Source: an optimization exercise on an open RTL-to-GDS flow (aim: small area). Production flows keep margins and buffers that such runs may drop.
RTL that was checked went through simulation tests only; none was proved equivalent to the original.
The RTL of runs 3 and 6 was laid out without a check of its function.
Power is estimated from default activity; no workload was simulated.

$ cat design/flow/design.v
module sensor_stream_arbiter #(
  parameter int unsigned N_SENSORS = 8,
  parameter int unsigned DATA_W    = 110
) (
  input  logic                          clock,
  input  logic                          resetn,
  input  logic                          enable,
  input  logic [N_SENSORS-1:0]          sensor_ready,
  input  logic [N_SENSORS*DATA_W-1:0]   sensor_data,
  output logic [7:0]                    tx_data,
  output logic                          tx_valid,
  input  logic                          tx_ack,
  output logic                          busy,
  output logic [N_SENSORS-1:0]          overflow,
  input  logic                          clear_overflow
);
  localparam int unsigned NBYTES = (DATA_W + 7) / 8;    
  localparam int unsigned SH_W   = NBYTES * 8;
  logic                   valid;
  logic [2:0]             last;
  logic [N_SENSORS-1:0]   pending;
  logic [3:0]             cnt;         
  logic [N_SENSORS-1:0][DATA_W-1:0] hold;
  logic [DATA_W-1:0]      pkt;         
  logic [N_SENSORS-1:0] sel;
  logic [2:0]           gidx;
  always_comb begin
    gidx = 3'd0;
    for (int i = 0; i < N_SENSORS; i++) if (sel[i]) gidx = gidx | 3'(i);
  end
  wire grant = enable & (|sel);
  logic [DATA_W-1:0] pkt_n, g0_n, g1_n, g2_n;
  for (genvar b = 0; b < DATA_W; b++) begin : g_pkt
    sensor_stream_arbiter_aoi222 u_g0 (
      .a1(sel[0]), .a2(hold[0][b]), .b1(sel[1]), .b2(hold[1][b]),
      .c1(sel[2]), .c2(hold[2][b]), .y(g0_n[b]));
    sensor_stream_arbiter_aoi222 u_g1 (
      .a1(sel[3]), .a2(hold[3][b]), .b1(sel[4]), .b2(hold[4][b]),
      .c1(sel[5]), .c2(hold[5][b]), .y(g1_n[b]));
    sensor_stream_arbiter_aoi222 u_g2 (
      .a1(sel[6]), .a2(hold[6][b]), .b1(sel[7]), .b2(hold[7][b]),
      .c1(valid),  .c2(pkt[b]),     .y(g2_n[b]));
    assign pkt_n[b] = ~(g0_n[b] & g1_n[b] & g2_n[b]);
  end
  wire [SH_W-1:0] pkt_x = SH_W'(pkt);
  logic [7:0] pbyte;
  always_comb begin
    pbyte = 8'h00;
    for (int k = 0; k < NBYTES; k++) if (cnt == 4'(k)) pbyte = pkt_x[SH_W-1-8*k -: 8];
  end
  wire xfer = valid & tx_ack;
  wire done = xfer & (cnt == 4'(NBYTES));
  logic [N_SENSORS-1:0] cap, keep;
  always_comb for (int i = 0; i < N_SENSORS; i++) begin
    cap[i]  = sensor_ready[i] & (~pending[i] | (enable & sel[i]));
    keep[i] = ~sensor_ready[i] | (pending[i] ^ (enable & sel[i]));
  end
  logic                 valid_n;
  logic [2:0]           last_n;
  logic [N_SENSORS-1:0] pending_n, overflow_n;
  always_comb begin
    valid_n = grant | (valid & ~done);
    last_n  = grant ? gidx : last;
    for (int i = 0; i < N_SENSORS; i++) begin
      pending_n[i]  = cap[i] | (pending[i] & ~(enable & sel[i]));
      overflow_n[i] = (sensor_ready[i] & ~cap[i]) | (overflow[i] & ~clear_overflow);
    end
  end
  logic [7:0] above, hi, sel_n;
  always_comb begin
    for (int k = 0; k < 8; k++) above[k] = (3'(k) > last_n);
    hi    = pending_n & above;
    sel_n = '0;
    for (int k = 7; k >= 0; k--) if (pending_n[k]) sel_n = 8'(1) << k;
    if (|hi) begin
      sel_n = '0;
      for (int k = 7; k >= 0; k--) if (hi[k]) sel_n = 8'(1) << k;
    end
    if (valid_n) sel_n = '0;
  end
  always_ff @(posedge clock or negedge resetn) begin
    if (!resetn) begin
      valid    <= 1'b0;
      last     <= 3'd7;
      pending  <= '0;
      overflow <= '0;
      sel      <= '0;
    end else begin
      valid    <= valid_n;
      last     <= last_n;
      pending  <= pending_n;
      overflow <= overflow_n;
      sel      <= sel_n;
    end
  end
  always_ff @(posedge clock) begin
    pkt <= pkt_n;
    if (!valid) begin
      cnt     <= 4'd0;
      tx_data <= {4'hA, 1'b0, gidx};
    end else if (tx_ack) begin
      cnt     <= cnt + 4'd1;
      tx_data <= pbyte;
    end
    for (int i = 0; i < N_SENSORS; i++)
      hold[i] <= ({DATA_W{cap[i]}} & sensor_data[i*DATA_W +: DATA_W])
               | ({DATA_W{keep[i]}} & hold[i]);
  end
  assign tx_valid = valid;
  assign busy     = valid;
endmodule
module sensor_stream_arbiter_aoi222 (
  input  logic a1, a2, b1, b2, c1, c2,
  output logic y
);
  assign y = ~((a1 & a2) | (b1 & b2) | (c1 & c2));
endmodule
$ cat design/flow/flow/run.sh
#!/bin/bash
set -euo pipefail
cd "$(dirname "${BASH_SOURCE[0]}")/.."
cat >> config.mk <<'EOC'
export BUFFER_PORTS_ARGS = -buffer_cell sky130_fd_sc_hd__buf_1
export CTS_ARGS = -sink_clustering_enable -repair_clock_nets -dont_use_dummy_load -buf_list sky130_fd_sc_hd__clkbuf_16 -sink_clustering_size 30 -sink_clustering_max_diameter 100
EOC
bash standard.sh > standard_flow.log 2>&1
$ cat design/flow/standard.sh
#!/bin/bash
# synth_recipe.tcl (not shown) runs the flow's synth.tcl, then flattens the netlist and writes it again
# the make line also repeats each setting of config.mk as NAME=value (left out here)
make -C /OpenROAD-flow-scripts/flow DESIGN_CONFIG=/design/flow/config.mk WORK_HOME=/design/flow/orfs CLKGATE_MAP_FILE= SYNTH_SCRIPT=/design/flow/synth_recipe.tcl "${@:-finish}"
$ cat design/flow/config.mk
export PLATFORM = sky130hd
export DESIGN_NAME = sensor_stream_arbiter
export DESIGN_NICKNAME = sensor_stream_arbiter
export VERILOG_FILES = /design/flow/design.v
export SDC_FILE = /design/flow/constraint.sdc
export NUM_CORES = 4
export LEC_CHECK = 0
export CAP_MARGIN = 20
export CORE_MARGIN = 2
export CORE_UTILIZATION = 40
export SLEW_MARGIN = 20
export SYNTH_HIERARCHICAL = 1
export SYNTH_MINIMUM_KEEP_SIZE = 0
export BUFFER_PORTS_ARGS = -buffer_cell sky130_fd_sc_hd__buf_1
export CTS_ARGS = -sink_clustering_enable -repair_clock_nets -dont_use_dummy_load -buf_list sky130_fd_sc_hd__clkbuf_16 -sink_clustering_size 30 -sink_clustering_max_diameter 100
$ cat design/flow/constraint.sdc
create_clock -name core_clock -period 8.0 [get_ports {clock}]
set_input_delay 1.6000 -clock core_clock [delete_from_list [all_inputs] [get_ports {clock}]]
set_output_delay 1.6000 -clock core_clock [all_outputs]
set_load 0.01 [all_outputs]
==> impl_metrics.ini, run 1 <==
[outcome]
status = no timing/DRC/antenna violations

[route]
first_pass_iters = 8
vias = 31800
via_per_inst = 6.442
wl_per_cell_um = 31.72
drcViolationCount = 0
initialDrtViolationCount = 4824
routed_wl_mm = 156.6
antenna_left = 0

[clock_network]
htreeDepth = 2
hold_buffers = 0
cts_tree = done
clock-sinks = 1030
root_buffer = clkbuf_16
cts_setup_buffers = 0
clk_latency_ps = 640
cts_buffers = 42
clk_path_buf_depth = 3
clk_pin_slew_worst_paths_ps = 120
post_cts_resized = 0

[logic_synthesis]
syn_nets = 3843
synthCells = 2938
async_reset_ff_share_pct = 2.718
yosysSeqAreaShare_pct = 58.80
synth_edf_count = 3
yosysUniqueCellTypes = 66
netlist_area_mm2 = 0.03537
syn_area_per_cell_um2 = 12.04
ys.flop_type = dfxtp_1
ys_seq_elements = 1030
ys_warn_count = 7

[sta]
tightestPinTransition_ps = 1171
slew_viol_final = 0
clock-skew-final_ps = 63.63
maxSlewHeadroom_pct = 21.96
period_share_pct = 48.67
hold_ws_ps = 476.6
finalHoldViolCount = 0
fmax_ghz = 0.2568
period_minus_slack_ps = 3893
setup_tns_ps = 0
setup_viol = 0
rsz0062_at_grt = no

[floorplan]
initial_core_util_pct = 40.20
top_level_ports = 911
core_region_area_mm2 = 0.08797
dieArea_mm2 = 0.09081
die_h_um = 301.4
die_w_um = 301.4
rows = 109

[worst_setup_path]
setup.worst_path.end_class = flip-flop
crit_start = enable
worstSetupPathType = in2reg
startpoint_type = input port
cp_top_family = buffers and inverters
path_cells = buf_1 -> nand2_1 -> ha_1 -> nand2_4 -> buf_4 -> a22o_1
cpPeakStageDelay_ps = 730
cp_num_buf_inv = 2
cp_max_fo = 60
worstReg2RegStart = sel[0]$_DFF_PN0_
rrSetupSlack_ps = 4440
critical_path.slowest_cell = buf_4
worst-endpoint-arrival_ps = 4470
worstPathRequired_ps = 8570

[pwr]
irDropWorstVdd_uv = 274.0
p_leak_nw = 15.24
pwr_density_cell_mw_per_mm2 = 352.3

[finish]
fin_cells = 4937
nFillCells = 8457
final_common_cell = dfxtp_1
nNetsFinal = 4620
drive_gt1_share_pct = 3.528
layout_common_cells = dfxtp_1, buf_1, a22o_1
area_growth_pct = 16.19
final_util_pct = 46.71

[global_route]
grt_pass1_wl_mm = 216.6
grt_pass1_vias = 29710
overflow = 0
antenna_found_initial = 66
grt.total_usage_pct = 32.41
grt_max_degree = 83

[worst_hold_path]
hold_path.startpoint = hold[752]$_DFF_P_
hold_path.class = reg2reg

[placement]
dp_hpwl_mm = 109.9
place.gp.congestion = 0.9192
dp_cells = 4835
portBuffers = 910

[run]
maxCapViolCount = 0
[power breakdown]
group | internal [mW] | switching, mW | leakage (nW) | total [mW]
combinational | 1.94 | 1.51 | 6.03 | 3.45
sequential | 7.10 | 1.37 | 8.69 | 8.47
clock | 0.952 | 1.61 | 0.518 | 2.56
[flip-flops by register name, summed over array words and instances, names as in the netlist]
| name | cells |
|---|---|
| overflow | 8 |
| sel | 8 |
| cnt | 4 |
| hold | 880 |
| pending | 8 |
| tx_data | 8 |
| pkt | 110 |
| last | 3 |
| valid | 1 |
[Yosys stat by module (local to each module, per instance)]
module                        cell area, um^2  flip-flops and latches  times used
sensor_stream_arbiter                   32060                    1030           1
sensor_stream_arbiter_aoi222            10.01                       0         330
[layer usage]
metal	vias to the layer above	routed length [um]	part of all wire [%]	track usage, %
met4	30	5704	3.6	12.19
met5	-	225	0.14	0
met1	15790	62000	40	42.04
met3	275	14520	9.3	6.563
li1	13790	-	-	-
met2	1920	74130	47	53.13
[path summary, 6_finish.rpt]
check / endpoint / cells after the start
setup / recovery: hold[28]$_DFF_P_ / 6
hold / removal: pkt[92]$_DFF_P_ / 2
setup reg to reg: hold[28]$_DFF_P_ / 5
hold reg to reg: pkt[92]$_DFF_P_ / 2
max in group asynchronous: sel[6]$_DFF_PN0_ / 2
min in group asynchronous: overflow[6]$_DFF_PN0_ / 2
[worst register-to-register path, cell delays in order, from the launching register on]
cell	delay, ps
dfrtp_4	1120
nand2_1	160
ha_1	340
nand2_4	630
buf_4	920
a22o_1	350
[cells in the mapped netlist, drive strengths merged, types with 8 or more instances]
cell type / number / share of area, %
clkbuf: 188 / 2.0
nand2: 73 / 0.77
o21ai: 42 / 0.60
inv: 29 / 0.31
o22ai: 8 / 0.18
nor2: 32 / 0.34
ha: 12 / 0.42
a22o: 880 / 22
buf: 31 / 0.37
nand3: 118 / 1.7
a21oi: 39 / 0.56
nor2b: 16 / 0.28
a221oi: 8 / 0.20
dfrtp: 25 / 1.8
dfxtp: 999 / 57
a222oi: 330 / 9.3
[through the flow]
step / cell area [um^2] / setup WS [ps] / power, mW
5_1_grt: 41050 / 4063 / 15.15
3_3_place_gp: 39880 / 3627 / 11.84
3_5_place_dp: 39880 / 3583 / 11.92
4_1_cts: 40940 / 4235 / 14.43
6_report: 41090 / 4107 / 14.48
2_1_floorplan: 35370 / 4014 / 10.49
[logic make-up after synthesis]
logic type / share of synthesized area (%)
compound gates: 33.99
xor+xnor: 0.07431
buf+inv: 2.682
fa+ha+maj: 0.4245
mux: 0.06014
simple gates: 3.976
flops: 58.80
[cell type report]
type | instances | area [um^2] | area share [%]
Sequential cell | 1030 | 20830 | 50.69
Multi-Input combinational cell | 1660 | 13750 | 33.47
Timing Repair Buffer | 952 | 3744 | 9.111
Tap cell | 1165 | 1458 | 3.547
Clock buffer | 42 | 1051 | 2.558
Antenna cell | 59 | 147.6 | 0.3593
Inverter | 29 | 111.4 | 0.2710
==> inputs of run 2 (changes only) <==
==> design/flow/flow/run.sh (replaced) <==
#!/bin/bash
set -euo pipefail
cd "$(dirname "${BASH_SOURCE[0]}")/.."
cat >> config.mk <<'EOC'
export BUFFER_PORTS_ARGS = -buffer_cell sky130_fd_sc_hd__buf_1
export CTS_ARGS = -sink_clustering_enable -repair_clock_nets -dont_use_dummy_load -buf_list sky130_fd_sc_hd__clkbuf_16 -sink_clustering_size 26 -sink_clustering_max_diameter 100
EOC
bash standard.sh > standard_flow.log 2>&1
--- a/design/flow/config.mk
+++ b/design/flow/config.mk
@@ -8,2 +8,3 @@
 export CAP_MARGIN = 20
+export CELL_PAD_IN_SITES_DETAIL_PLACEMENT = 1
 export CORE_MARGIN = 2
@@ -14,2 +15,2 @@
 export BUFFER_PORTS_ARGS = -buffer_cell sky130_fd_sc_hd__buf_1
-export CTS_ARGS = -sink_clustering_enable -repair_clock_nets -dont_use_dummy_load -buf_list sky130_fd_sc_hd__clkbuf_16 -sink_clustering_size 30 -sink_clustering_max_diameter 100
+export CTS_ARGS = -sink_clustering_enable -repair_clock_nets -dont_use_dummy_load -buf_list sky130_fd_sc_hd__clkbuf_16 -sink_clustering_size 26 -sink_clustering_max_diameter 100
==> impl_metrics.ini, run 2 <==
[floorplan]
die_h_um = 301.4
initial_core_util_pct = 40.20
rows = 109
core_region_area_mm2 = 0.08797
top_level_ports = 911
dieArea_mm2 = 0.09081
die_w_um = 301.4

[route]
routed_wl_mm = 162.9
drcViolationCount = 0
initialDrtViolationCount = 4679
first_pass_iters = 9
wl_per_cell_um = 32.92
antenna_left = 0
via_per_inst = 6.587
vias = 32590

[logic_synthesis]
syn_area_per_cell_um2 = 12.04
yosysSeqAreaShare_pct = 58.80
netlist_area_mm2 = 0.03537
synthCells = 2938
yosysUniqueCellTypes = 66
ys.flop_type = dfxtp_1
synth_most_common_cell = dfxtp_1
yosysTopAreaCell = dfxtp_1
synth_edf_count = 3
ys_warn_count = 7
async_reset_ff_share_pct = 2.718
ys_seq_elements = 1030
syn_nets = 3843
netlist.area_leader.share_pct = 56.55
synth_area_leaders = dfxtp_1, a22o_1, a222oi_1
yosys-top-cells-count = dfxtp_1, a22o_1, a222oi_1

[pwr]
irDropWorstVdd_uv = 227.2
pwr_density_cell_mw_per_mm2 = 357.8
power_mw = 14.75
p_leak_nw = 15.31

[finish]
final_common_cell = dfxtp_1
layout_common_cells = dfxtp_1, buf_1, a22o_1
top_register = hold
final_util_pct = 46.87
stdcell_area_mm2 = 0.04123
top_regs = hold (880), pkt (110)
nNetsFinal = 4625
largest_register_ffs = 880
drive_gt1_share_pct = 3.658
area_growth_pct = 16.57

[sta]
period_minus_slack_ps = 3917
setup_tns_ps = 0
fmax_ghz = 0.2553
tightestPinTransition_ps = 1157
setup_viol = 0
finalHoldViolCount = 0
slew_viol_final = 0
clock-skew-final_ps = 66.65
rsz0062_at_grt = no
maxSlewHeadroom_pct = 22.89
period_share_pct = 48.97
fin_ws_ps = 4083

[worst_setup_path]
worstSetupPathType = in2reg
startpoint_type = input port
cp_max_fo = 57
worst-endpoint-arrival_ps = 4490
setup.worst_path.end_class = flip-flop
rrSetupSlack_ps = 4470
worstReg2RegStart = sel[0]$_DFF_PN0_
worstPathRequired_ps = 8570
r2r-end = hold[28]$_DFF_P_
reg2reg_depth = 5

[global_route]
grt_max_degree = 83
grt_pass1_vias = 32070
grt_pass1_wl_mm = 228.0
antenna_found_initial = 77
overflow = 0
grt.total_usage_pct = 33.88

[clock_network]
clk_pin_slew_worst_paths_ps = 110
clock-sinks = 1030
htreeDepth = 2
post_cts_resized = 0
cts_setup_buffers = 0
clk_latency_ps = 660
hold_buffers = 0
cts_buffers = 47
clk_path_buf_depth = 3
cts_tree = done
root_buffer = clkbuf_16

[placement]
dp_slack_ps = 3524
dp_hpwl_mm = 115.1
place.gp.congestion = 0.9192
portBuffers = 910
placed_area_mm2 = 0.03988

[worst_hold_path]
whs_path_depth = 2
min_to = pkt[30]$_DFF_P_
hold_path.startpoint = hold[800]$_DFF_P_
hold_path.class = reg2reg

[outcome]
status = no timing/DRC/antenna violations

[run]
maxCapViolCount = 0
-- run 2: cell counts after synthesis --
Identical to the previous run, type by type.
-- run 2: per-stage QoR --
| step | hold WS [ps] | std cells |
|---|---|---|
| floorplan | 448.2 | 2938 |
| CTS | 466.5 | 4882 |
| global route | 499.7 | 4937 |
| global placement | 460.0 | 4835 |
| detailed placement | 463.7 | 4835 |
| finish | 463.2 | 4947 |
-- run 2: layout make-up --
type / count / area, um^2
fillers: 9812 / 46740
diodes: 64 / 160.2
well taps: 1165 / 1458
multi-input cells: 1660 / 13750
flip-flops and latches: 1030 / 20830
clock buffers: 47 / 1176
inverters: 29 / 111.4
repair buffers: 952 / 3744
-- run 2: how the worst max path moves through the flow --
stage | start | cells after the start | endpoint
after floorplan | valid$_DFF_PN0_ | 1 | tx_valid
after global placement | enable | 6 | hold[20]$_DFF_P_
after detailed placement | enable | 6 | hold[88]$_DFF_P_
after CTS | enable | 6 | hold[28]$_DFF_P_
after global routing | enable | 9 | sel[3]$_DFF_PN0_
final | enable | 6 | hold[123]$_DFF_P_
-- run 2: routing by layer --
layer,GRT usage (%),share of wire [%]
met3,6.628,9.0
met5,0,0.16
met1,42.70,39
met4,15.22,4.9
met2,56.08,47
-- run 2: kinds of logic (layout without fill, tap and decap cells) --
group | after synthesis | in the layout | synth area share [%]
DFF | 1030 | 1030 | 58.80
other | 0 | 64 | 0
adders and majority gates | 12 | 12 | 0.4245
muxes | 2 | 2 | 0.06014
buffers and inverters | 248 | 1028 | 2.682
xor gates and xnor gates | 3 | 3 | 0.07431
and+or+nand+nor | 287 | 287 | 3.976
AOI/OAI and AO/OA | 1356 | 1356 | 33.99
-- run 2: worst max-delay path, cell delays in order --
cell and delay, ps:
buf_1 540, nand2_1 140, ha_1 350, nand2_4 630, buf_4 770, a22o_1 270
-- run 2: Yosys stat by module, one instance, submodules excluded --
module / times used / cells inside / flops+latches
sensor_stream_arbiter: 1 / 2608 / 1030
sensor_stream_arbiter_aoi222: 330 / 1 / 0
-- run 2: report_power, final --
| part | internal (mW) | leakage [nW] | switching [mW] | total, mW |
|---|---|---|---|---|
| Combinational | 1.94 | 6.03 | 1.56 | 3.51 |
| Clock | 1.06 | 0.580 | 1.66 | 2.72 |
| Sequential | 7.10 | 8.69 | 1.43 | 8.53 |
==> inputs of run 3 (changes only) <==
--- a/design/flow/design.v
+++ b/design/flow/design.v
@@ -23,3 +23,5 @@
   logic [N_SENSORS-1:0][DATA_W-1:0] hold;
+  logic [N_SENSORS-1:0]   pol;
   logic [DATA_W-1:0]      pkt;         
+  logic                   pkt_pol;
   logic [N_SENSORS-1:0] sel;
@@ -45,6 +47,7 @@
   wire [SH_W-1:0] pkt_x = SH_W'(pkt);
-  logic [7:0] pbyte;
+  logic [7:0] pbyte_raw, pbyte;
   always_comb begin
-    pbyte = 8'h00;
-    for (int k = 0; k < NBYTES; k++) if (cnt == 4'(k)) pbyte = pkt_x[SH_W-1-8*k -: 8];
+    pbyte_raw = 8'h00;
+    for (int k = 0; k < NBYTES; k++) if (cnt == 4'(k)) pbyte_raw = pkt_x[SH_W-1-8*k -: 8];
+    pbyte = pbyte_raw ^ ({8{pkt_pol}} & ((cnt == 4'd0) ? 8'h3F : 8'hFF));
   end
@@ -97,2 +100,3 @@
     pkt <= pkt_n;
+    if (!valid) pkt_pol <= |(sel & pol);
     if (!valid) begin
@@ -104,5 +108,7 @@
     end
-    for (int i = 0; i < N_SENSORS; i++)
-      hold[i] <= ({DATA_W{cap[i]}} & sensor_data[i*DATA_W +: DATA_W])
-               | ({DATA_W{keep[i]}} & hold[i]);
+    for (int i = 0; i < N_SENSORS; i++) begin
+      hold[i] <= ~(({DATA_W{cap[i]}} | hold[i])
+                 & ({DATA_W{keep[i]}} | sensor_data[i*DATA_W +: DATA_W]));
+      pol[i]  <= cap[i] | ~pol[i];
+    end
   end
==> impl_metrics.ini, run 3 <==
[worst_setup_path]
worstPathRequired_ps = 8410
reg2reg_depth = 10
cpPeakStageDelay_ps = 770
cp_max_fo = 61
path_cells = buf_1 -> nand2_1 -> ha_1 -> nor2b_4 -> buf_4 -> buf_4 -> o22ai_1
worstReg2RegStart = cnt[1]$_SDFFE_PN0P_
worstSetupPathType = in2reg
cp_num_buf_inv = 3
path_common_cell = buf_4
worst-endpoint-arrival_ps = 4400
cp_top_family = buffers and inverters
startpoint_type = input port
r2r-end = tx_data[0]$_DFFE_PP_
cp.depth = 7
setup.worst_path.end_class = flip-flop
rrSetupSlack_ps = 4420
critical_path.slowest_cell = buf_4

[clock_network]
clk_latency_ps = 630
root_buffer = clkbuf_16
post_cts_resized = 0
htreeDepth = 2
cts_buffers = 47
cts_tree = done
hold_buffers = 0
cts_setup_buffers = 0
clk_path_buf_depth = 3
clock-sinks = 1039
clk_pin_slew_worst_paths_ps = 100

[floorplan]
core_region_area_mm2 = 0.08329
die_w_um = 293.6
dieArea_mm2 = 0.08620
top_level_ports = 911
rows = 106
initial_core_util_pct = 40.27
die_h_um = 293.6

[logic_synthesis]
netlist_area_mm2 = 0.03354
async_reset_ff_share_pct = 2.695
yosysTopAreaCell = dfxtp_1
ys_warn_count = 7
yosysUniqueCellTypes = 69
netlist.area_leader.share_pct = 60.10
yosys-top-cells-count = dfxtp_1, o22ai_1, a222oi_1
synth_edf_count = 4
syn_nets = 3852
yosysSeqAreaShare_pct = 62.56
synth_area_leaders = dfxtp_1, o22ai_1, a222oi_1
synth_most_common_cell = dfxtp_1
syn_area_per_cell_um2 = 11.38
synthCells = 2947
ys_seq_elements = 1039
ys.flop_type = dfxtp_1

[route]
first_pass_iters = 10
via_per_inst = 6.730
initialDrtViolationCount = 3657
wl_per_cell_um = 32.28
antenna_left = 0
drcViolationCount = 0
vias = 32950
routed_wl_mm = 158.0

[finish]
drive_gt1_share_pct = 3.722
top_regs = hold (880), pkt (110)
final_common_cell = dfxtp_1
final_util_pct = 47.30
nFillCells = 9383
area_growth_pct = 17.44
fin_cells = 4895
largest_register_ffs = 880
nNetsFinal = 4642
layout_common_cells = dfxtp_1, buf_1, o22ai_1
top_register = hold

[global_route]
antenna_found_initial = 89
grt_max_degree = 82
grt_pass1_vias = 32070
grt_pass1_wl_mm = 220.7
grt.total_usage_pct = 34.29
overflow = 0

[sta]
tightestPinTransition_ps = 1078
period_share_pct = 49.85
period_minus_slack_ps = 3988
clock-skew-final_ps = 54.74
rsz0062_at_grt = no
finalHoldViolCount = 0
maxSlewHeadroom_pct = 28.16
slew_viol_final = 0
setup_viol = 0
fmax_ghz = 0.2508
setup_tns_ps = 0

[worst_hold_path]
hold_path.startpoint = pol[7]$_DFF_P_
min_to = pol[7]$_DFF_P_
whs_path_depth = 1
hold_path.class = reg2reg

[pwr]
intPower_mw = 9.750
irDropWorstVdd_uv = 215.3
p_seq_share_pct = 59.0
p_leak_nw = 13.75
switchingPower_mw = 5.008
pwr-share-clk_pct = 18.3
comb_power_share_pct = 22.6
p_sw_share_pct = 33.93
pwr_density_cell_mw_per_mm2 = 374.6

[placement]
dp_hpwl_mm = 110.6
place.gp.congestion = 0.9034
portBuffers = 910
dp_cells = 4768

[outcome]
status = no timing/DRC/antenna violations

[run]
maxCapViolCount = 0
run 3: cell type report:
type	count	area [um^2]	share of cell area, %
Multi-Input combinational cell	1667	11760	29.85
Timing Repair Buffer	958	3801	9.649
Antenna cell	80	200.2	0.5082
Tap cell	1080	1351	3.430
Inverter	24	90.09	0.2287
Sequential cell	1039	21020	53.35
Clock buffer	47	1176	2.986
run 3: power by group through the flow:
stage          sequential (mW)  clock, mW  combinational, mW
5_1_grt                   8.88       2.90               3.63
6_report                  8.71       2.71               3.34
3_3_place_gp              8.69          0               3.11
3_5_place_dp              8.76          0               3.27
2_1_floorplan             8.23          0               2.09
4_1_cts                   8.65       2.73               3.28
run 3: how the worst max path moves through the flow:
stage,startpoint,end,slack [ps]
final,enable,hold[513]$_DFF_P_,4010
after global routing,enable,hold[513]$_DFF_P_,3900
after CTS,valid$_DFF_PN0_,busy,4010
after detailed placement,enable,hold[484]$_DFF_P_,3450
after global placement,enable,hold[493]$_DFF_P_,3560
after floorplan,valid$_DFF_PN0_,tx_valid,4020
run 3: kinds of logic after synthesis:
group,share of synthesized area [%]
XOR/XNOR,0.1045
flip-flops,62.56
buffers and inverters,2.760
adder cells (fa/ha/maj),0.4476
AO/OA/AOI/OAI,29.60
AND/OR/NAND/NOR,4.263
multiplexers,0.2648
run 3: modules after synthesis, one instance, submodules excluded:
module                        cells  cell area, um^2  flip-flops and latches  times used
sensor_stream_arbiter          2617            30240                    1039           1
sensor_stream_arbiter_aoi222      1            10.01                       0         330
run 3: per-stage QoR:
step / power, mW / hold slack (ps) / instance area, um^2 / setup WS [ps]
final: 14.76 / 405.7 / 39390 / 4012
after global routing: 15.41 / 425.2 / 39360 / 3897
after CTS: 14.66 / 408.5 / 39190 / 4012
after detailed placement: 12.03 / 383.8 / 38020 / 3453
after global placement: 11.80 / 377.8 / 38020 / 3560
after floorplan: 10.32 / 370.4 / 33540 / 4018
run 3: per-layer routing:
| layer | track usage (%) | wire length (um) | vias to the layer above |
|---|---|---|---|
| li1 | - | - | 14000 |
| met1 | 42.40 | 60390 | 16540 |
| met2 | 56.16 | 74500 | 1929 |
| met3 | 7.205 | 14200 | 444 |
| met4 | 18.27 | 8698 | 34 |
| met5 | 0 | 220 | - |
run 3: worst register-to-register path: cells and delay by family, from the launching register on:
kind                     cells  cell delay [ps]
flip-flops                   1              420
adder cells (fa/ha/maj)      1              350
buffers and inverters        2              380
AND/OR/NAND/NOR              2              860
AO/OA/AOI/OAI                5             1340
==> inputs of run 4 (changes only) <==
--- a/design/flow/design.v
+++ b/design/flow/design.v
@@ -73,3 +73,12 @@
   always_comb begin
-    for (int k = 0; k < 8; k++) above[k] = (3'(k) > last_n);
+    case (last_n)
+      3'd0:    above = 8'b1111_1110;
+      3'd1:    above = 8'b1111_1100;
+      3'd2:    above = 8'b1111_1000;
+      3'd3:    above = 8'b1111_0000;
+      3'd4:    above = 8'b1110_0000;
+      3'd5:    above = 8'b1100_0000;
+      3'd6:    above = 8'b1000_0000;
+      default: above = 8'b0000_0000;
+    endcase
     hi    = pending_n & above;
@@ -105,3 +114,3 @@
     end else if (tx_ack) begin
-      cnt     <= cnt + 4'd1;
+      cnt     <= {cnt[3] ^ (&cnt[2:0]), cnt[2] ^ (&cnt[1:0]), cnt[1] ^ cnt[0], ~cnt[0]};
       tx_data <= pbyte;
--- a/design/flow/config.mk
+++ b/design/flow/config.mk
@@ -7,3 +7,3 @@
 export LEC_CHECK = 0
-export CAP_MARGIN = 20
+export CAP_MARGIN = 5
 export CELL_PAD_IN_SITES_DETAIL_PLACEMENT = 1
@@ -11,3 +11,3 @@
 export CORE_UTILIZATION = 40
-export SLEW_MARGIN = 20
+export SLEW_MARGIN = 5
 export SYNTH_HIERARCHICAL = 1
==> impl_metrics.ini, run 4 <==
[clock_network]
clk_path_buf_depth = 3
htreeDepth = 2
clk_pin_slew_worst_paths_ps = 110
hold_buffers = 0
clk_latency_ps = 640
post_cts_resized = 0
cts_tree = done
clock-sinks = 1039
cts_setup_buffers = 0
cts_buffers = 47
root_buffer = clkbuf_16

[floorplan]
top_level_ports = 911
rows = 106
die_w_um = 293.1
core_region_area_mm2 = 0.08316
dieArea_mm2 = 0.08589
initial_core_util_pct = 40.19
die_h_um = 293.1

[logic_synthesis]
synth_area_leaders = dfxtp_1, o22ai_1, a222oi_1
synthCells = 2933
synth_most_common_cell = dfxtp_1
ys.flop_type = dfxtp_1
yosysTopAreaCell = dfxtp_1
syn_area_per_cell_um2 = 11.40
yosysSeqAreaShare_pct = 62.78
yosysUniqueCellTypes = 66
netlist.area_leader.share_pct = 60.31
netlist_area_mm2 = 0.03342
syn_nets = 3839
synth_edf_count = 4
ys_seq_elements = 1039
ys_warn_count = 7
yosys-top-cells-count = dfxtp_1, o22ai_1, a222oi_1
async_reset_ff_share_pct = 2.695

[global_route]
overflow = 0
antenna_found_initial = 83
grt_pass1_vias = 32140
grt_pass1_wl_mm = 223.3
grt_max_degree = 86
grt.total_usage_pct = 34.98

[placement]
place.gp.congestion = 0.8870
dp_hpwl_mm = 109.5
dp_slack_ps = 3488
dp_cells = 4749
portBuffers = 910

[worst_setup_path]
crit_start = sel[7]$_DFF_PN0_
critical_path.slowest_cell = buf_4
rrSetupSlack_ps = 3960
setup.worst_path.end_class = flip-flop
cp_max_fo = 71
r2r-end = hold[809]$_DFF_P_
worstSetupPathType = reg2reg
path_common_cell = buf_4
worst-endpoint-arrival_ps = 4490
cpPeakStageDelay_ps = 870
startpoint_type = flip-flop
worstReg2RegStart = sel[7]$_DFF_PN0_
worstPathRequired_ps = 8450
reg2reg_depth = 6
path_cells = buf_4 -> nand2_1 -> ha_1 -> nand2_4 -> buf_4 -> o22ai_1

[finish]
final_common_cell = dfxtp_1
top_regs = hold (880), pkt (110)
nFillCells = 9361
nNetsFinal = 4624
fin_cells = 4881
area_growth_pct = 17.47
drive_gt1_share_pct = 3.606
top_register = hold
layout_common_cells = dfxtp_1, buf_1, o22ai_1
largest_register_ffs = 880

[route]
routed_wl_mm = 160.0
via_per_inst = 6.742
initialDrtViolationCount = 4128
vias = 32910
first_pass_iters = 10
wl_per_cell_um = 32.78
antenna_left = 0
drcViolationCount = 0

[sta]
tightestPinTransition_ps = 1240
setup_viol = 0
fmax_ghz = 0.2475
period_minus_slack_ps = 4041
clock-skew-final_ps = 40.49
period_share_pct = 50.51
finalHoldViolCount = 0
rsz0062_at_grt = no
maxSlewHeadroom_pct = 17.36
slew_viol_final = 0
fin_ws_ps = 3959
setup_tns_ps = 0

[pwr]
irDropWorstVdd_uv = 227.3
pwr_density_cell_mw_per_mm2 = 365.9
p_leak_nw = 13.73

[run]
maxCapViolCount = 0

[worst_hold_path]
min_to = pol[1]$_DFF_P_
whs_path_depth = 1
hold_path.class = reg2reg
hold_path.startpoint = pol[1]$_DFF_P_

[outcome]
status = no timing/DRC/antenna violations
-- run 4: cell types whose count changed after synthesis, moves of 5 or more --
| cell | delta |
|---|---|
| a22oi_1 | -16 |
| a21oi_1 | +10 |
| o21ai_1 | -8 |
| inv_1 | +6 |
| a211o_1 | -5 |
| a221o_1 | +5 |
| a221oi_1 | +5 |
| buf_1 | +5 |
| buf_2 | -5 |
| nor2b_1 | -5 |
-- run 4: stage by stage --
step | hold slack, ps | total power, mW | utilization [%] | cell area, um^2
floorplan | 370.4 | 10.05 | - | 33420
global placement | 377.6 | 11.42 | 45.55 | 37880
detailed placement | 383.9 | 11.63 | 45.55 | 37880
CTS | 408.9 | 14.28 | 46.96 | 39050
global route | 419.0 | 15.01 | 47.16 | 39220
finish | 409.6 | 14.37 | 47.22 | 39260
-- run 4: final cells by class --
type	count	area, um^2	area share [%]
Sequential cell	1039	21020	53.53
Multi-Input combinational cell	1649	11640	29.64
Timing Repair Buffer	953	3764	9.585
Tap cell	1080	1351	3.442
Clock buffer	47	1176	2.995
Antenna cell	85	212.7	0.5417
Inverter	28	105.1	0.2677
-- run 4: modules after synthesis (local to each module, per instance) --
module                        area [um^2]  times used  flops+latches  cells
sensor_stream_arbiter               30120           1           1039   2603
sensor_stream_arbiter_aoi222        10.01         330              0      1
-- run 4: power breakdown --
group          switching [mW]  internal [mW]
clock network            1.66           1.06
registers                1.46           7.24
logic                    1.63           1.32
total                    4.75           9.61
-- run 4: metal layers --
layer	part of all wire (%)	global-route usage (%)
met2	47	56.54
met1	38	43.47
met3	9.8	7.791
met5	0.11	0
met4	5.9	19.00
-- run 4: logic make-up after synthesis --
group	synth area share, %
AND/OR/NAND/NOR	4.174
multiplexers	0.2583
AO/OA/AOI/OAI	29.36
buffers and inverters	2.763
adder cells (fa/ha/maj)	0.4866
XOR/XNOR	0.1834
flip-flops	62.78
-- run 4: critical path, delay by kind of cell, from the launching register on --
kind            cells  cell delay [ps]
compound gates      1              180
simple gates        2              670
fa+ha+maj           1              340
flops               1              860
buf+inv             2             1650
-- run 4: worst max-delay path by stage --
stage / endpoint / cells past startpoint
after global routing: hold[711]$_DFF_P_ / 6
after CTS: hold[810]$_DFF_P_ / 6
after detailed placement: sel[7]$_DFF_PN0_ / 10
after floorplan: sel[7]$_DFF_PN0_ / 9
final: hold[809]$_DFF_P_ / 6
after global placement: sel[7]$_DFF_PN0_ / 10
==> inputs of run 5 (changes only) <==
--- a/design/flow/config.mk
+++ b/design/flow/config.mk
@@ -7,3 +7,3 @@
 export LEC_CHECK = 0
-export CAP_MARGIN = 5
+export CAP_MARGIN = 20
 export CELL_PAD_IN_SITES_DETAIL_PLACEMENT = 1
@@ -11,3 +11,3 @@
 export CORE_UTILIZATION = 40
-export SLEW_MARGIN = 5
+export SLEW_MARGIN = 20
 export SYNTH_HIERARCHICAL = 1
==> impl_metrics.ini, run 5 <==
[placement]
place.gp.congestion = 0.8870
dp_slack_ps = 3488
portBuffers = 910
dp_hpwl_mm = 109.5
placed_area_mm2 = 0.03788

[worst_setup_path]
worst-endpoint-arrival_ps = 4490
setup.worst_path.end_class = flip-flop
worstSetupPathType = reg2reg
worstReg2RegStart = sel[7]$_DFF_PN0_
worstPathRequired_ps = 8450
reg2reg_depth = 6
startpoint_type = flip-flop
crit_start = sel[7]$_DFF_PN0_
cp_max_fo = 71

[sta]
period_minus_slack_ps = 4041
tightestPinTransition_ps = 1240
setup_tns_ps = 0
clock-skew-final_ps = 40.49
maxSlewHeadroom_pct = 17.36
rsz0062_at_grt = no
period_share_pct = 50.51
hold_ws_ps = 409.6
setup_viol = 0
finalHoldViolCount = 0
fmax_ghz = 0.2475
slew_viol_final = 0
fin_ws_ps = 3959

[clock_network]
clk_latency_ps = 640
clk_pin_slew_worst_paths_ps = 110
cts_buffers = 47
htreeDepth = 2
clock-sinks = 1039
clk_path_buf_depth = 3
post_cts_resized = 0
cts_setup_buffers = 0
cts_tree = done
hold_buffers = 0
root_buffer = clkbuf_16

[logic_synthesis]
synth_area_leaders = dfxtp_1, o22ai_1, a222oi_1
synth_xor_area_share_pct = 0.1834
netlist.area_leader.share_pct = 60.31
ys_warn_count = 7
synth_fa_ha_area_share_pct = 0.4866
synthMuxAreaShare_pct = 0.2583
synthCells = 2933
synth_compound_area_share_pct = 29.36
synth_top_family_by_area = compound AO/OA/AOI/OAI gates
yosysTopAreaCell = dfxtp_1
yosys-top-cells-count = dfxtp_1, o22ai_1, a222oi_1
syn_area_per_cell_um2 = 11.40
synth_edf_count = 4
syn_nets = 3839
yosysSeqAreaShare_pct = 62.78
synth_most_common_cell = dfxtp_1
netlist_area_mm2 = 0.03342
async_reset_ff_share_pct = 2.695
synth-simple-area-share_pct = 4.174
yosysUniqueCellTypes = 66
ys_seq_elements = 1039
ys.flop_type = dfxtp_1

[finish]
stdcell_area_mm2 = 0.03926
nNetsFinal = 4624
area_growth_pct = 17.47
largest_register_ffs = 880
layout_common_cells = dfxtp_1, buf_1, o22ai_1
regArea_mm2 = 0.02102
top_register = hold
drive_gt1_share_pct = 3.606
nFillCells = 9361
multi_input_area_mm2 = 0.01164
top_regs = hold (880), pkt (110)
final_common_cell = dfxtp_1

[pwr]
p_leak_nw = 13.73
power_mw = 14.37
pwr_density_cell_mw_per_mm2 = 365.9
irDropWorstVdd_uv = 227.3

[worst_hold_path]
hold_path.class = reg2reg
whs_path_depth = 1
hold_path.startpoint = pol[1]$_DFF_P_

[global_route]
antenna_found_initial = 83
grt_pass1_wl_mm = 223.3
grt.total_usage_pct = 34.98
grt_pass1_vias = 32140
overflow = 0
grt_max_degree = 86

[route]
initialDrtViolationCount = 4128
first_pass_iters = 10
drcViolationCount = 0
vias = 32910
wl_per_cell_um = 32.78
antenna_left = 0
via_per_inst = 6.742
routed_wl_mm = 160.0

[floorplan]
core_region_area_mm2 = 0.08316
initial_core_util_pct = 40.19
top_level_ports = 911
die_w_um = 293.1
dieArea_mm2 = 0.08589
die_h_um = 293.1
rows = 106

[outcome]
status = no timing/DRC/antenna violations

[run]
maxCapViolCount = 0
[run 5: area by class of cell]
type	count	area share (%)
repair buffers	953	9.585
clock buffers	47	2.995
inverters	28	0.2677
well taps	1080	3.442
flip-flops and latches	1039	53.53
diodes	85	0.5417
multi-input cells	1649	29.64
[run 5: cell families after synthesis]
kind of cell / Yosys count
AO/OA/AOI/OAI: 1351
flip-flops: 1039
AND/OR/NAND/NOR: 270
buffers and inverters: 245
adder cells (fa/ha/maj): 13
multiplexers: 8
XOR/XNOR: 7
[run 5: routing by layer]
layer,global-route usage (%),part of all wire [%],wire (um),vias up
li1,-,-,-,13950
met1,43.47,38,60100,16460
met2,56.54,47,74580,2026
met3,7.791,9.8,15730,447
met4,19.00,5.9,9401,26
met5,0,0.11,169,-
[run 5: final timing paths]
| kind | to | slack [ps] |
|---|---|---|
| setup / recovery | hold[809]$_DFF_P_ | 3960 |
| hold / removal | pol[1]$_DFF_P_ | 410 |
| setup reg to reg | hold[809]$_DFF_P_ | 3960 |
| hold reg to reg | pol[1]$_DFF_P_ | 410 |
| max in group asynchronous | last[1]$_DFF_PN1_ | 6670 |
| min in group asynchronous | overflow[4]$_DFF_PN0_ | 950 |
[run 5: per-stage QoR]
step | std cells | utilization (%)
finish | 4881 | 47.22
global route | 4862 | 47.16
CTS | 4796 | 46.96
detailed placement | 4749 | 45.55
global placement | 4749 | 45.55
floorplan | 2933 | -
[run 5: worst max-delay path, cell delays in order (launching register included)]
cell     delay, ps
dfrtp_4        860
buf_4          870
nand2_1        130
ha_1           340
nand2_4        540
buf_4          780
o22ai_1        180
[run 5: report_power, final]
part	switching (mW)	internal [mW]	leakage, nW
logic	1.63	1.32	4.29
clock network	1.66	1.06	0.580
registers	1.46	7.24	8.86
total	4.75	9.61	13.7
[run 5: per-module statistics from Yosys (local to each module, per instance)]
module	cells	flops+latches	area, um^2
sensor_stream_arbiter	2603	1039	30120
sensor_stream_arbiter_aoi222	1	0	10.01
==> inputs of run 6 (changes only) <==
--- a/design/flow/design.v
+++ b/design/flow/design.v
@@ -27,2 +27,23 @@
   logic [N_SENSORS-1:0] sel;
+  logic [7:0]           above, hi;
+  always_comb begin
+    case (last)
+      3'd0:    above = 8'b1111_1110;
+      3'd1:    above = 8'b1111_1100;
+      3'd2:    above = 8'b1111_1000;
+      3'd3:    above = 8'b1111_0000;
+      3'd4:    above = 8'b1110_0000;
+      3'd5:    above = 8'b1100_0000;
+      3'd6:    above = 8'b1000_0000;
+      default: above = 8'b0000_0000;
+    endcase
+    hi  = pending & above;
+    sel = '0;
+    for (int k = 7; k >= 0; k--) if (pending[k]) sel = 8'(1) << k;
+    if (|hi) begin
+      sel = '0;
+      for (int k = 7; k >= 0; k--) if (hi[k]) sel = 8'(1) << k;
+    end
+    if (valid) sel = '0;
+  end
   logic [2:0]           gidx;
@@ -71,23 +92,2 @@
   end
-  logic [7:0] above, hi, sel_n;
-  always_comb begin
-    case (last_n)
-      3'd0:    above = 8'b1111_1110;
-      3'd1:    above = 8'b1111_1100;
-      3'd2:    above = 8'b1111_1000;
-      3'd3:    above = 8'b1111_0000;
-      3'd4:    above = 8'b1110_0000;
-      3'd5:    above = 8'b1100_0000;
-      3'd6:    above = 8'b1000_0000;
-      default: above = 8'b0000_0000;
-    endcase
-    hi    = pending_n & above;
-    sel_n = '0;
-    for (int k = 7; k >= 0; k--) if (pending_n[k]) sel_n = 8'(1) << k;
-    if (|hi) begin
-      sel_n = '0;
-      for (int k = 7; k >= 0; k--) if (hi[k]) sel_n = 8'(1) << k;
-    end
-    if (valid_n) sel_n = '0;
-  end
   always_ff @(posedge clock or negedge resetn) begin
@@ -98,3 +98,2 @@
       overflow <= '0;
-      sel      <= '0;
     end else begin
@@ -104,3 +103,2 @@
       overflow <= overflow_n;
-      sel      <= sel_n;
     end
==> impl_metrics.ini, run 6 <==
[outcome]
status = no timing/DRC/antenna violations

[logic_synthesis]
netlist_area_mm2 = 0.03335
syn_nets = 3855
synth_most_common_cell = dfxtp_1
ys_seq_elements = 1031
yosysUniqueCellTypes = 72
yosysTopAreaCell = dfxtp_1
yosys-top-cells-count = dfxtp_1, o22ai_1, a222oi_1
synth_area_leaders = dfxtp_1, o22ai_1, a222oi_1
yosysSeqAreaShare_pct = 62.32
synthCells = 2949
ys_warn_count = 7
ys.flop_type = dfxtp_1
syn_area_per_cell_um2 = 11.31
synth_edf_count = 4
netlist.area_leader.share_pct = 60.45
async_reset_ff_share_pct = 1.940

[sta]
period_share_pct = 61.87
clock-skew-final_ps = 55.77
setup_tns_ps = 0
maxSlewHeadroom_pct = 27.62
tightestPinTransition_ps = 1086
rsz0062_at_grt = no
period_minus_slack_ps = 4950
fmax_ghz = 0.2020
setup_viol = 0
finalHoldViolCount = 0
slew_viol_final = 0
fin_ws_ps = 3050

[finish]
largest_register_ffs = 880
nNetsFinal = 4630
top_regs = hold (880), pkt (110)
fin_cells = 4867
top_register = hold
layout_common_cells = dfxtp_1, buf_1, o22ai_1
drive_gt1_share_pct = 3.788
final_common_cell = dfxtp_1
area_growth_pct = 17.38

[worst_setup_path]
worstSetupPathType = reg2reg
crit_end = hold[566]$_DFF_P_
startpoint_type = flip-flop
path_cells = or4_1 -> or4b_1 -> a21boi_4 -> buf_4 -> nand2_1 -> ha_1 -> nor2b_4 -> buf_4 -> buf_4 -> o22ai_1
worstPathRequired_ps = 8460
path_common_cell = buf_4
reg2reg_depth = 10
rrSetupSlack_ps = 3050
worstReg2RegStart = pending[1]$_DFF_PN0_
critical_path.slowest_cell = buf_4
worst-endpoint-arrival_ps = 5410
cpPeakStageDelay_ps = 710
setup.worst_path.end_class = flip-flop
crit_start = pending[1]$_DFF_PN0_
cp_max_fo = 62
r2r-end = hold[566]$_DFF_P_

[floorplan]
rows = 105
die_h_um = 292.7
dieArea_mm2 = 0.08570
initial_core_util_pct = 40.49
core_region_area_mm2 = 0.08237
die_w_um = 292.7
top_level_ports = 911

[placement]
dp_hpwl_mm = 110.4
place.gp.congestion = 0.8867
dp_slack_ps = 3097
dp_cells = 4744
portBuffers = 910

[clock_network]
cts_tree = done
root_buffer = clkbuf_16
htreeDepth = 2
clk_pin_slew_worst_paths_ps = 100
clk_path_buf_depth = 3
cts_buffers = 47
clk_latency_ps = 620
post_cts_resized = 0
hold_buffers = 0
cts_setup_buffers = 0
clock-sinks = 1031

[run]
maxCapViolCount = 0

[route]
routed_wl_mm = 156.8
antenna_left = 0
drcViolationCount = 0
initialDrtViolationCount = 3986
wl_per_cell_um = 32.22
first_pass_iters = 10
via_per_inst = 6.723
vias = 32720

[worst_hold_path]
whs_path_depth = 1
hold_path.class = reg2reg

[global_route]
grt_pass1_wl_mm = 222.0
grt.total_usage_pct = 34.60
grt_max_degree = 101
overflow = 0
antenna_found_initial = 81
grt_pass1_vias = 32170

[pwr]
power_mw = 14.90
irDropWorstVdd_uv = 200.6
pwr_density_cell_mw_per_mm2 = 380.6
p_leak_nw = 13.66
==> run 6: how the worst min path moves through the flow <==
stage,from,to
after CTS,pol[0]$_DFF_P_,pol[0]$_DFF_P_
after floorplan,pol[1]$_DFF_P_,pol[1]$_DFF_P_
after global routing,pol[5]$_DFF_P_,pol[5]$_DFF_P_
after detailed placement,pol[0]$_DFF_P_,pol[0]$_DFF_P_
final,pol[0]$_DFF_P_,pol[0]$_DFF_P_
after global placement,pol[5]$_DFF_P_,pol[5]$_DFF_P_
==> run 6: power breakdown <==
| group | internal [mW] | switching [mW] |
|---|---|---|
| logic | 1.40 | 1.69 |
| registers | 7.48 | 1.63 |
| clock network | 1.06 | 1.63 |
| total | 9.94 | 4.96 |
==> run 6: stage by stage <==
stage                     hold slack, ps  util (%)  area, um^2
after floorplan                    369.7         -       33350
after global routing               410.7     47.50       39130
after global placement             378.7     45.84       37760
after CTS                          400.0     47.27       38940
final                              399.1     47.52       39150
after detailed placement           381.3     45.84       37760
==> run 6: worst max-delay path, delay by kind of cell (launching register included) <==
family	cells	cell delay, ps
buffers and inverters	3	2000
adders and majority gates	1	270
and+or+nand+nor	4	1430
DFF	1	480
AOI/OAI and AO/OA	2	380
==> run 6: Yosys stat by module (local to each module, per instance) <==
module / copies in the design / cells inside / area (um^2)
sensor_stream_arbiter_aoi222: 330 / 1 / 10.01
sensor_stream_arbiter: 1 / 2619 / 30050
==> run 6: final cells by class <==
type	instances	area, um^2
multi-input cells	1670	11810
flip-flops and latches	1031	20790
fillers	9372	43230
diodes	75	187.7
repair buffers	951	3761
well taps	1070	1339
inverters	23	88.84
clock buffers	47	1176
==> run 6: logic make-up (layout without fill, tap and decap cells) <==
| logic type | after synthesis | after routing | share of synthesized area, % |
|---|---|---|---|
| and+or+nand+nor | 284 | 284 | 4.438 |
| buffers and inverters | 248 | 1021 | 2.833 |
| DFF | 1031 | 1031 | 62.32 |
| other | 0 | 75 | 0 |
| adders and majority gates | 13 | 13 | 0.4877 |
| xor gates and xnor gates | 8 | 8 | 0.2101 |
| muxes | 4 | 4 | 0.1351 |
| AOI/OAI and AO/OA | 1361 | 1361 | 29.58 |
==> run 6: routing by layer <==
| metal | global-route usage [%] | part of all wire [%] | vias to the layer above |
|---|---|---|---|
| met2 | 56.91 | 47 | 1873 |
| met5 | 0 | 0.10 | - |
| met1 | 44.56 | 40 | 16510 |
| met4 | 15.08 | 4.6 | 24 |
| met3 | 6.161 | 8.2 | 382 |
| li1 | - | - | 13940 |
==> inputs of run 7 (changes only) <==
--- a/design/flow/design.v
+++ b/design/flow/design.v
@@ -68,8 +68,31 @@
   wire [SH_W-1:0] pkt_x = SH_W'(pkt);
+  logic [NBYTES-1:0] bsel;
+  always_comb for (int k = 0; k < NBYTES; k++) bsel[k] = (cnt == 4'(k));
   logic [7:0] pbyte_raw, pbyte;
-  always_comb begin
-    pbyte_raw = 8'h00;
-    for (int k = 0; k < NBYTES; k++) if (cnt == 4'(k)) pbyte_raw = pkt_x[SH_W-1-8*k -: 8];
-    pbyte = pbyte_raw ^ ({8{pkt_pol}} & ((cnt == 4'd0) ? 8'h3F : 8'hFF));
+  for (genvar j = 0; j < 8; j++) begin : g_byte
+    localparam int K0 = (j >= 6) ? 1 : 0;
+    logic [14:0] s, d;
+    logic [4:0]  g_n;
+    always_comb begin
+      s = '0;
+      d = '0;
+      for (int k = K0; k < NBYTES; k++) begin
+        s[k - K0] = bsel[k];
+        d[k - K0] = pkt_x[SH_W-1-8*k-(7-j)];
+      end
+    end
+    for (genvar m = 0; m < 4; m++) begin : g_grp
+      sensor_stream_arbiter_aoi222 u_g (
+        .a1(s[3*m]), .a2(d[3*m]), .b1(s[3*m+1]), .b2(d[3*m+1]),
+        .c1(s[3*m+2]), .c2(d[3*m+2]), .y(g_n[m]));
+    end
+    if (K0 == 0) begin : g_two
+      sensor_stream_arbiter_aoi22 u_g (
+        .a1(s[12]), .a2(d[12]), .b1(s[13]), .b2(d[13]), .y(g_n[4]));
+    end else begin : g_one
+      assign g_n[4] = ~(s[12] & d[12]);
+    end
+    assign pbyte_raw[j] = ~&g_n;
   end
+  assign pbyte = pbyte_raw ^ ({8{pkt_pol}} & ((cnt == 4'd0) ? 8'h3F : 8'hFF));
   wire xfer = valid & tx_ack;
@@ -130 +153,7 @@
 endmodule
+module sensor_stream_arbiter_aoi22 (
+  input  logic a1, a2, b1, b2,
+  output logic y
+);
+  assign y = ~((a1 & a2) | (b1 & b2));
+endmodule
==> impl_metrics.ini, run 7 <==
[outcome]
status = no timing/DRC/antenna violations

[global_route]
grt_max_degree = 68
grt_pass1_wl_mm = 219.4
grt.total_usage_pct = 34.57
grt_pass1_vias = 31640
antenna_found_initial = 105
overflow = 0

[finish]
fin_cells = 4763
multi_input_area_mm2 = 0.01127
nNetsFinal = 4516
nFillCells = 9174
stdcell_area_mm2 = 0.03859
largest_register_ffs = 880
layout_common_cells = dfxtp_1, buf_1, o22ai_1
area_growth_pct = 18.02
final_util_pct = 47.84
drive_gt1_share_pct = 3.936
top_regs = hold (880), pkt (110)
final_common_cell = dfxtp_1
regArea_mm2 = 0.02079
top_register = hold

[sta]
setup_viol = 0
slew_viol_final = 0
rsz0062_at_grt = no
clock-skew-final_ps = 51.15
maxSlewHeadroom_pct = 28.83
period_minus_slack_ps = 4530
finalHoldViolCount = 0
fmax_ghz = 0.2208
setup_tns_ps = 0
period_share_pct = 56.62
tightestPinTransition_ps = 1067

[clock_network]
clk_pin_slew_worst_paths_ps = 100
htreeDepth = 2
cts_setup_buffers = 0
clk_latency_ps = 630
post_cts_resized = 0
cts_tree = done
clk_path_buf_depth = 3
clock-sinks = 1031
hold_buffers = 0
root_buffer = clkbuf_16
cts_buffers = 47

[logic_synthesis]
yosysTopAreaCell = dfxtp_1
ys_seq_elements = 1031
synth_area_leaders = dfxtp_1, o22ai_1, a222oi_1
netlist_area_mm2 = 0.03270
async_reset_ff_share_pct = 1.940
synth_edf_count = 4
synth_xor_area_share_pct = 0.2678
ys_warn_count = 7
synth-simple-area-share_pct = 3.860
synth_compound_area_share_pct = 29.06
syn_nets = 3714
synthMuxAreaShare_pct = 0.1875
netlist.area_leader.share_pct = 61.64
synth_fa_ha_area_share_pct = 0.4974
synth_top_family_by_area = compound AO/OA/AOI/OAI gates
yosysUniqueCellTypes = 53
synthCells = 2808
synth_most_common_cell = dfxtp_1
yosysSeqAreaShare_pct = 63.55
ys.flop_type = dfxtp_1
syn_area_per_cell_um2 = 11.65
yosys-top-cells-count = dfxtp_1, o22ai_1, a222oi_1

[worst_setup_path]
cpPeakStageDelay_ps = 750
critical_path.slowest_cell = a32o_4
path_common_cell = nand2_1
worstSetupPathType = reg2reg
cp_max_fo = 60
startpoint_type = flip-flop
setup.worst_path.end_class = flip-flop
cp_num_buf_inv = 1
worst-endpoint-arrival_ps = 5000
path_cells = nand2_1 -> o22a_1 -> a21oi_1 -> a32o_4 -> nand2_1 -> ha_1 -> nand2_4 -> buf_4 -> o22ai_1
worstPathRequired_ps = 8470
cp_top_family = compound AO/OA/AOI/OAI gates

[pwr]
p_leak_nw = 13.46
irDropWorstVdd_uv = 225.6
power_mw = 16.21
pwr_density_cell_mw_per_mm2 = 419.9

[placement]
dp_cells = 4621
dp_hpwl_mm = 107.2
portBuffers = 910
placed_area_mm2 = 0.03718
place.gp.congestion = 0.8667

[route]
first_pass_iters = 10
routed_wl_mm = 154.4
initialDrtViolationCount = 4183
antenna_left = 0
via_per_inst = 6.752
drcViolationCount = 0
vias = 32160
wl_per_cell_um = 32.42

[floorplan]
core_region_area_mm2 = 0.08068
initial_core_util_pct = 40.54
top_level_ports = 911
rows = 104
die_w_um = 289.9
die_h_um = 289.9
dieArea_mm2 = 0.08406

[run]
maxCapViolCount = 0

[worst_hold_path]
hold_path.class = reg2reg
run 7: per-stage QoR:
stage	setup WS, ps	hold slack (ps)
after floorplan	2552	369.7
after global placement	3613	377.9
after detailed placement	3538	380.4
after CTS	3606	399.1
after global routing	3348	411.3
final	3470	398.6
run 7: area by class of cell:
type | count | share of cell area, %
antenna | 95 | 0.6160
multi-input combinational | 1561 | 29.19
clock buffer | 47 | 3.047
inverter | 14 | 0.1362
tap | 1060 | 3.436
timing repair buffer | 955 | 9.713
sequential | 1031 | 53.86
run 7: logic make-up after synthesis:
kind of cell | after synthesis
flip-flops | 1031
XOR/XNOR | 10
buffers and inverters | 216
AND/OR/NAND/NOR | 243
multiplexers | 6
adder cells (fa/ha/maj) | 13
AO/OA/AOI/OAI | 1289
run 7: power by group:
part	internal [mW]	switching (mW)
clock	1.06	1.64
sequential	7.95	1.80
combinational	1.70	2.06
total	10.7	5.49
run 7: modules after synthesis, one instance, submodules excluded:
module / cells inside / times used / area (um^2)
sensor_stream_arbiter_aoi22: 1 / 6 / 12.51
sensor_stream_arbiter_aoi222: 1 / 362 / 10.01
sensor_stream_arbiter: 2440 / 1 / 29000
run 7: final timing paths:
kind	end	depth (start not counted)	from	slack (ps)
setup / recovery	hold[315]$_DFF_P_	9	last[2]$_DFFE_PN1P_	3470
hold / removal	pol[4]$_DFF_P_	1	pol[4]$_DFF_P_	400
setup reg to reg	hold[315]$_DFF_P_	9	last[2]$_DFFE_PN1P_	3470
hold reg to reg	pol[4]$_DFF_P_	1	pol[4]$_DFF_P_	400
max in group asynchronous	last[0]$_DFFE_PN1P_	2	resetn	6730
min in group asynchronous	overflow[0]$_DFF_PN0_	2	resetn	970
run 7: per-layer routing:
metal  GRT usage (%)  vias up  wire length, um
met4           18.51       24             8957
met1           44.05    16150            59810
met2           55.51     2005            71550
met3           6.710      431            13940
li1                -    13550                -
met5               0        -              167
run 7: worst reg2reg max path, delay by kind of cell (launching register included):
family | cells | cell delay [ps]
flip-flops | 1 | 650
buffers and inverters | 1 | 700
adder cells (fa/ha/maj) | 1 | 350
AO/OA/AOI/OAI | 4 | 1780
AND/OR/NAND/NOR | 3 | 930
==> inputs of run 8 (changes only) <==
==> design/flow/flow/run.sh (replaced) <==
#!/bin/bash
set -euo pipefail
cd "$(dirname "${BASH_SOURCE[0]}")/.."
cat >> config.mk <<'EOC'
export BUFFER_PORTS_ARGS = -buffer_cell sky130_fd_sc_hd__buf_1
export CTS_ARGS = -sink_clustering_enable -repair_clock_nets -dont_use_dummy_load -buf_list sky130_fd_sc_hd__clkbuf_16 -sink_clustering_size 28 -sink_clustering_max_diameter 100
EOC
bash standard.sh > standard_flow.log 2>&1
--- a/design/flow/config.mk
+++ b/design/flow/config.mk
@@ -15,2 +15,2 @@
 export BUFFER_PORTS_ARGS = -buffer_cell sky130_fd_sc_hd__buf_1
-export CTS_ARGS = -sink_clustering_enable -repair_clock_nets -dont_use_dummy_load -buf_list sky130_fd_sc_hd__clkbuf_16 -sink_clustering_size 26 -sink_clustering_max_diameter 100
+export CTS_ARGS = -sink_clustering_enable -repair_clock_nets -dont_use_dummy_load -buf_list sky130_fd_sc_hd__clkbuf_16 -sink_clustering_size 28 -sink_clustering_max_diameter 100
==> impl_metrics.ini, run 8 <==
[outcome]
status = no timing/DRC/antenna violations

[logic_synthesis]
yosysUniqueCellTypes = 53
synth_most_common_cell = dfxtp_1
synth_area_leaders = dfxtp_1, o22ai_1, a222oi_1
yosysSeqAreaShare_pct = 63.55
syn_area_per_cell_um2 = 11.65
yosys-top-cells-count = dfxtp_1, o22ai_1, a222oi_1
syn_nets = 3714
ys_seq_elements = 1031
ys.flop_type = dfxtp_1
async_reset_ff_share_pct = 1.940
ys_warn_count = 7
netlist.area_leader.share_pct = 61.64
synthCells = 2808
synth_edf_count = 4
netlist_area_mm2 = 0.03270
yosysTopAreaCell = dfxtp_1

[worst_setup_path]
critical_path.slowest_cell = a32o_4
path_common_cell = nand2_1
worstSetupPathType = reg2reg
worst-endpoint-arrival_ps = 4940
rrSetupSlack_ps = 3510
cp_max_fo = 60
startpoint_type = flip-flop
cp_top_family = compound AO/OA/AOI/OAI gates
cp.depth = 9
setup.worst_path.end_class = flip-flop
cp_num_buf_inv = 1
worstReg2RegStart = last[2]$_DFFE_PN1P_
worstPathRequired_ps = 8460
r2r-end = hold[305]$_DFF_P_
reg2reg_depth = 9
cpPeakStageDelay_ps = 750
path_cells = nand2_1 -> o22a_1 -> a21oi_1 -> a32o_4 -> nand2_1 -> ha_1 -> nand2_4 -> buf_4 -> o22ai_1

[finish]
nFillCells = 9191
layout_common_cells = dfxtp_1, buf_1, o22ai_1
regArea_mm2 = 0.02079
top_regs = hold (880), pkt (110)
area_growth_pct = 17.80
top_register = hold
nNetsFinal = 4513
largest_register_ffs = 880
drive_gt1_share_pct = 3.856
final_common_cell = dfxtp_1
multi_input_area_mm2 = 0.01127

[route]
via_per_inst = 6.728
vias = 32040
first_pass_iters = 9
initialDrtViolationCount = 4103
wl_per_cell_um = 32.30
antenna_left = 0
routed_wl_mm = 153.8
drcViolationCount = 0

[sta]
setup_viol = 0
fmax_ghz = 0.2229
period_minus_slack_ps = 4486
period_share_pct = 56.07
tightestPinTransition_ps = 1150
maxSlewHeadroom_pct = 23.30
clock-skew-final_ps = 61.75
setup_tns_ps = 0
slew_viol_final = 0
rsz0062_at_grt = no
finalHoldViolCount = 0

[global_route]
grt.total_usage_pct = 34.49
grt_pass1_vias = 31410
grt_max_degree = 68
antenna_found_initial = 104
overflow = 0
grt_pass1_wl_mm = 218.9

[pwr]
irDropWorstVdd_uv = 240.8
p_leak_nw = 13.43
power_mw = 16.11
pwr_density_cell_mw_per_mm2 = 418.2

[floorplan]
initial_core_util_pct = 40.54
dieArea_mm2 = 0.08406
die_w_um = 289.9
die_h_um = 289.9
rows = 104
top_level_ports = 911
core_region_area_mm2 = 0.08068

[clock_network]
cts_tree = done
clk_pin_slew_worst_paths_ps = 100
post_cts_resized = 0
clock-sinks = 1031
htreeDepth = 2
root_buffer = clkbuf_16
hold_buffers = 0
clk_path_buf_depth = 3
clk_latency_ps = 640
cts_buffers = 44
cts_setup_buffers = 0

[worst_hold_path]
whs_path_depth = 1
hold_path.startpoint = pol[7]$_DFF_P_
hold_path.class = reg2reg
min_to = pol[7]$_DFF_P_

[placement]
portBuffers = 910
dp_hpwl_mm = 107.2
place.gp.congestion = 0.8667

[run]
maxCapViolCount = 0
[run 8: worst reg2reg max path: stages, from the launching register on]
cell and delay [ps]:
dfstp_2 650, nand2_1 160, o22a_1 270, a21oi_1 440, a32o_4 750, nand2_1 140, ha_1 340, nand2_4 630
buf_4 700, o22ai_1 280
[run 8: stage by stage]
stage	instances	utilization (%)	instance area, um^2	hold WS (ps)	setup slack, ps
2_1_floorplan	2808	-	32700	369.7	2552
3_3_place_gp	4619	46.07	37170	377.9	3613
3_5_place_dp	4621	46.09	37180	380.4	3538
4_1_cts	4665	47.45	38280	399.0	3619
5_1_grt	4749	47.71	38490	411.5	3367
6_report	4762	47.75	38520	395.6	3514
[run 8: worst max path at each step]
stage | from | end | slack, ps
after floorplan | valid$_DFF_PN0_ | hold[129]$_DFF_P_ | 2550
after global placement | last[2]$_DFFE_PN1P_ | hold[290]$_DFF_P_ | 3610
after detailed placement | enable | hold[756]$_DFF_P_ | 3540
after CTS | last[2]$_DFFE_PN1P_ | hold[464]$_DFF_P_ | 3620
after global routing | pending[4]$_DFF_PN0_ | hold[292]$_DFF_P_ | 3370
final | last[2]$_DFFE_PN1P_ | hold[305]$_DFF_P_ | 3510
[run 8: modules after synthesis, one instance, submodules excluded]
module                        flip-flops and latches  times used  area (um^2)
sensor_stream_arbiter_aoi222                       0         362        10.01
sensor_stream_arbiter                           1031           1        29000
sensor_stream_arbiter_aoi22                        0           6        12.51
[run 8: final cells by class]
class | count | area share (%)
repair buffers | 955 | 9.730
flip-flops and latches | 1031 | 53.96
diodes | 97 | 0.6301
well taps | 1060 | 3.443
clock buffers | 44 | 2.858
multi-input cells | 1561 | 29.24
inverters | 14 | 0.1364
[run 8: power breakdown]
| part | internal, mW | switching, mW |
|---|---|---|
| Sequential | 7.95 | 1.79 |
| Clock | 0.994 | 1.61 |
| Combinational | 1.70 | 2.06 |
| Total | 10.6 | 5.46 |
[run 8: kinds of logic (layout without fill, tap and decap cells)]
logic type      count (synthesis)  count (layout)  share of synthesized area (%)
buf+inv                       216            1013                          2.571
other cells                     0              97                              0
flops                        1031            1031                          63.55
fa+ha+maj                      13              13                         0.4974
xor+xnor                       10              10                         0.2678
simple gates                  243             243                          3.860
compound gates               1289            1289                          29.06
mux                             6               6                         0.1875
[run 8: per-layer routing]
layer  track usage (%)  vias up  routed length (um)
met2             55.92     1925               72000
met3             6.832      385               13290
met5                 0        -                 189
met1             43.94    16150               60520
met4             17.10       26                7818
li1                  -    13550                   -

-- what the ideal ports hide --
How much do the figures lean on ideal ports? The routed layouts below were timed once more, with nothing changed but the port constraints. Step 1 assumes that a clkbuf_16 drives the clock port and a buf_2 every other input. Step 2, shift: input delay + t, output delay - t, t = (earliest + latest rising clock arrival at the registers) / 2. This alone moves slack from input paths to output paths. Three values: no drivers, after step 1, after step 2; two values: the first two.
run | t, ns | setup WS [ns] | worst setup path after step 2
run 1 | 0.678 | 4.107 / 4.090 / 3.412 | input to register
run 2 | 0.685 | 4.083 / 4.060 / 3.375 | input to register
run 3 | 0.677 | 4.012 / 3.979 / 3.330 | input to register
run 4 | 0.690 | 3.959 / 3.959 / 3.384 | input to register
run 5 | 0.690 | 3.959 / 3.959 / 3.384 | input to register
run 6 | 0.670 | 3.050 / 3.050 / 3.050 | register to register
run 7 | 0.678 | 3.470 / 3.470 / 3.470 | register to register
run 8 | 0.678 | 3.514 / 3.514 / 3.472 | input to register
After both steps every run listed still meets setup and hold. For run 2, which loses most, drivers alone change the setup slack by -0.023 ns; drivers and shift together by -0.708 ns.
